From an optimization exercise on the open Yosys and OpenROAD flow, aimed at small area, a short achievable clock period and few clock cycles per item; shortcuts taken in it are not production practice. RTL that was checked went through simulation tests only; none was proved equivalent to the original. Power figures rest on the tool's default switching activity, not on a simulated workload.

==> flow/design.v (excerpt) <==
module systolic_mm_top (
    input  logic                  clk,
    input  logic                  rst,
    input  logic                  in_valid,
    input  logic [8-1:0] in_data,
    output logic                  out_valid,
    output logic [8-1:0] out_data,
    output logic                  busy,
    output logic                  done
);
Settings: LEC_CHECK=0, CAP_MARGIN=20, CORE_MARGIN=2, CORE_UTILIZATION=70, CTS_CLUSTER_DIAMETER=60, CTS_CLUSTER_SIZE=34, SETUP_SLACK_MARGIN=3.7, SLEW_MARGIN=20; clock period 6.0 ns.
run.sh (not shown) runs the stock make flow with config.mk's settings and CLKGATE_MAP_FILE= SYNTH_SCRIPT=/design/flow/synth_recipe.tcl, a recipe that flattens the netlist after the stock synthesis.
Change:
--- a/flow/design.v
+++ b/flow/design.v
@@ -3058,27 +3058,25 @@
     assign fr2 = {r8_c402, r8_c401, r8_c393, 1'b0, r8_c398, 1'b0, 1'b0, 1'b0, 1'b0, 1'b0, 1'b0, 1'b0};
     logic [11:0] fr3;
     assign fr3 = {1'b0, 1'b0, r8_c400, 1'b0, 1'b0, 1'b0, 1'b0, 1'b0, 1'b0, 1'b0, 1'b0, 1'b0};
     logic [11:0] fs;
     assign fs = fr0 + fr1 + fr2 + fr3;
     always_ff @(posedge clk) res <= {~fs[11], fs[10:4]};
-    logic [2:0] vp;
-    logic [2:0] lp;
+    logic [3:0] vp;
+    logic [3:0] lp;
     always_ff @(posedge clk or negedge rst) begin
         if (!rst) begin
             vp <= '0;
             lp <= '0;
         end else begin
-            vp <= {vp[1:0], vin};
-            lp <= {lp[1:0], lin};
+            vp <= {vp[2:0], vin};
+            lp <= {lp[2:0], lin};
         end
     end
-    always_ff @(posedge clk) begin
-        vout <= vp[2];
-        lout <= lp[2];
-    end
+    assign vout = vp[3];
+    assign lout = lp[3];
 endmodule
 `timescale 1ns/1ps
 module systolic_mm_top (
     input  logic                  clk,
     input  logic                  rst,
     input  logic                  in_valid,
@@ -3090,16 +3088,13 @@
 );
     logic       ld;        
     logic [6:0] icnt;      
     logic       start;
     logic       acc;
     logic [6:0] idx;       
-    logic       bz;        
-    logic       bz_nxt;
-    assign start  = in_valid && (!bz || done);
-    assign bz_nxt = start || (bz && !done);
+    assign start = in_valid && (!busy || done);
     assign acc   = in_valid && (ld || start);
     assign idx   = start ? 7'd0 : icnt;
     logic       rm;        
     logic [5:0] rc;        
     logic       f127;      
     logic       rm_nxt;
@@ -3112,30 +3107,29 @@
     logic       tv;        
     logic       tlast;     
     logic [7:0] lh;
     logic [7:0] lcur;
     assign lcur = start ? 8'h01 : lh;
     always_ff @(posedge clk) begin
-        d_r  <= in_data;
-        busy <= rst && bz_nxt;
+        d_r <= in_data;
     end
     always_ff @(posedge clk or negedge rst) begin
         if (!rst) begin
             ld    <= 1'b0;
             icnt  <= '0;
             lh    <= 8'h01;
-            bz    <= 1'b0;
+            busy  <= 1'b0;
             rm    <= 1'b0;
             rc    <= '0;
             f127  <= 1'b0;
             aen   <= '0;
             ben   <= 1'b0;
             tv    <= 1'b0;
             tlast <= 1'b0;
         end else begin
-            bz   <= bz_nxt;
+            busy <= start || (busy && !done);
             if (acc) begin
                 lh <= (idx[2:0] == 3'd7) ? lcur : {lcur[6:0], lcur[7]};
                 icnt <= idx + 7'd1;
                 ld   <= (idx != 7'd127);
             end
             f127 <= acc && (idx == 7'd127);
Outcome:
- The new run ran to the end with no violations
- routed wire length increases by about 1.4%
- power decreases by about 1.6%
- via count increases by 0.50%
- critical path depth decreases by 6
- fmax increases by 4.8%
- combinational power decreases by about 6%
- final cell count is about the same
- clock-buffer cell count increases by 2
- cell area decreases by 0.31%
- sequential share of layout area increases by 0.19 points
- die area barely changes
- sequential power barely changes
- synthesized cell count hardly moves
- non-clock buffer count decreases by 8
Testbench counts after the change, summed over its fixed seeds: cycles 24,072, jobs 128.
No functional check of the RTL was part of the first run of this note.

---

north:
Another version of the RTL of systolic_mm_top (not shown whole).
Size in the first run: ~2500 cells after synthesis, about 22 I/O pins, roughly 0.049 mm^2 of cells after synthesis.
Settings: LEC_CHECK=0, CAP_MARGIN=20, CORE_MARGIN=2, CORE_UTILIZATION=70, CTS_CLUSTER_DIAMETER=60, CTS_CLUSTER_SIZE=34, SETUP_SLACK_MARGIN=3.7, SLEW_MARGIN=20; clock period 6.0 ns.
standard.sh (not shown) runs the stock make flow with config.mk's settings and CLKGATE_MAP_FILE= SYNTH_SCRIPT=/design/flow/synth_recipe.tcl, a recipe that flattens the netlist after the stock synthesis.
==> flow/flow/run.sh <==
#!/bin/bash
# Standard ORFS layout, except that synthesis skips the "abc -fast" pass of
# yosys synth's fine step (synth -noabc), so extract_fa sees the adder
# logic as written instead of after an ABC remap that flips polarities and
# leaves inverters around the full-adder cells. Everything else is the standard flow's
# standard.sh and synth_recipe.tcl unchanged.
set -euo pipefail
cd "$(dirname "$0")/.."
first='proc synth {args} { yosys synth -nofsm -noshare {*}$args }'
[[ "$(head -1 synth_recipe.tcl)" == "$first" ]] || { echo "unexpected synth_recipe.tcl" >&2; exit 1; }
{ echo 'proc synth {args} { yosys synth -nofsm -noshare -noabc {*}$args }'; tail -n +2 synth_recipe.tcl; } > noabc_synth.tcl
grep -q "SYNTH_SCRIPT=$PWD/synth_recipe.tcl" standard.sh || { echo "unexpected standard.sh" >&2; exit 1; }
sed "s#SYNTH_SCRIPT=$PWD/synth_recipe.tcl#SYNTH_SCRIPT=$PWD/noabc_synth.tcl#" standard.sh > noabc_standard.sh
bash noabc_standard.sh > layout.log 2>&1
Inputs modified between north and south:
diff --git a/flow/design.v b/flow/design.v
--- a/flow/design.v
+++ b/flow/design.v
@@ -3061,19 +3061,19 @@
         r8_c402 <= c402;
     end
     logic [11:0] fr0;
     assign fr0 = {r8_s403, r8_s402, r8_s401, r8_s400, r8_s399, r8_s398, r8_s397, r8_r5_s351, r8_r5_s350, r8_r5_s349, r8_r5_s309, r8_r5_r2_s150};
     logic [11:0] fr1;
     assign fr1 = {r8_c394, r8_c392, r8_c390, r8_c388, r8_c386, r8_c384, r8_r5_c351, r8_r5_s352, r8_r5_c349, 1'b1, 1'b1, r8_r5_r2_pp7_0_0};
     logic [11:0] fr2;
     assign fr2 = {r8_c402, r8_c401, r8_c400, r8_c399, r8_c398, r8_c397, r8_r5_c352, r8_r5_c350, 1'b1, 1'b1, 1'b1, 1'b1};
     logic [11:0] fs;
-    assign fs = ~(fr0 + fr1 + fr2 + 12'd2);
+    assign fs = ~fr0 + ~fr1 + ~fr2;
     always_ff @(posedge clk) res <= {~fs[11], fs[10:4]};
     logic [2:0] vp;
     logic [2:0] lp;
     always_ff @(posedge clk or negedge rst) begin
         if (!rst) begin
             vp <= '0;
             lp <= '0;
         end else begin
             vp <= {vp[1:0], vin};
Results
- south vs. north: number of instances resized during post-cts repair shrank by about 7%, synthesized area divided by synthesized cell count has decreased, post-synthesis xor/xnor area fraction was more or less identical, register-to-register slack grew by 0.03 ns.
- south vs north on number of distinct library cells after synthesis: south is the lower one.
- Comparing the two runs side by side, south comes out ahead of north on core area.
- Delta (south minus north): cell count after placement barely changed; combinational share of power moved down; area after synthesis decreased about 0.5%.
- NOTE: worst hold margin in south exceeds that of north
Testbench counts of south, summed over its fixed seeds: cycles 24,072, jobs 128.
Only the layout flow was run in north; the RTL was not checked for function there.

[static timing again, ports no longer ideal]
The results above use ideal ports. As a check the final layouts listed here were re-extracted and re-timed, cells and wires unchanged.
Step 1 assumes that a clkbuf_16 drives the clock port and a buf_2 every other input.
Step 2 adds t to the input delays and takes it off the output delays; t is the mean of the earliest and latest rising clock arrival at the registers after step 1. Input paths then give back, and output paths get back, about the clock's delay inside the block.
Three values: no drivers, after step 1, after step 2; two values: the first two.
| run | shift t [ns] | setup WS [ns] | worst setup path after step 2 | clock arrival spread, ns | worst slew at a driven data input, ns |
|---|---|---|---|---|---|
| the first run of note 1 | 0.707 | 3.458 / 3.458 / 3.237 | input to register | 0.038 / 0.038 | 0.03 |
| the second run of note 1 | 0.706 | 3.574 / 3.512 / 3.157 | input to register | 0.041 / 0.040 | 0.04 |
| north | 0.706 | 3.682 / 3.611 / 3.039 | input to register | 0.054 / 0.055 | 0.04 |
| south | 0.695 | 3.722 / 3.656 / 3.087 | input to register | 0.039 / 0.040 | 0.04 |
After both steps setup and hold are still met in every run listed. The setup slack of north, which loses most, moves by -0.071 ns with the drivers and by -0.643 ns with both steps.
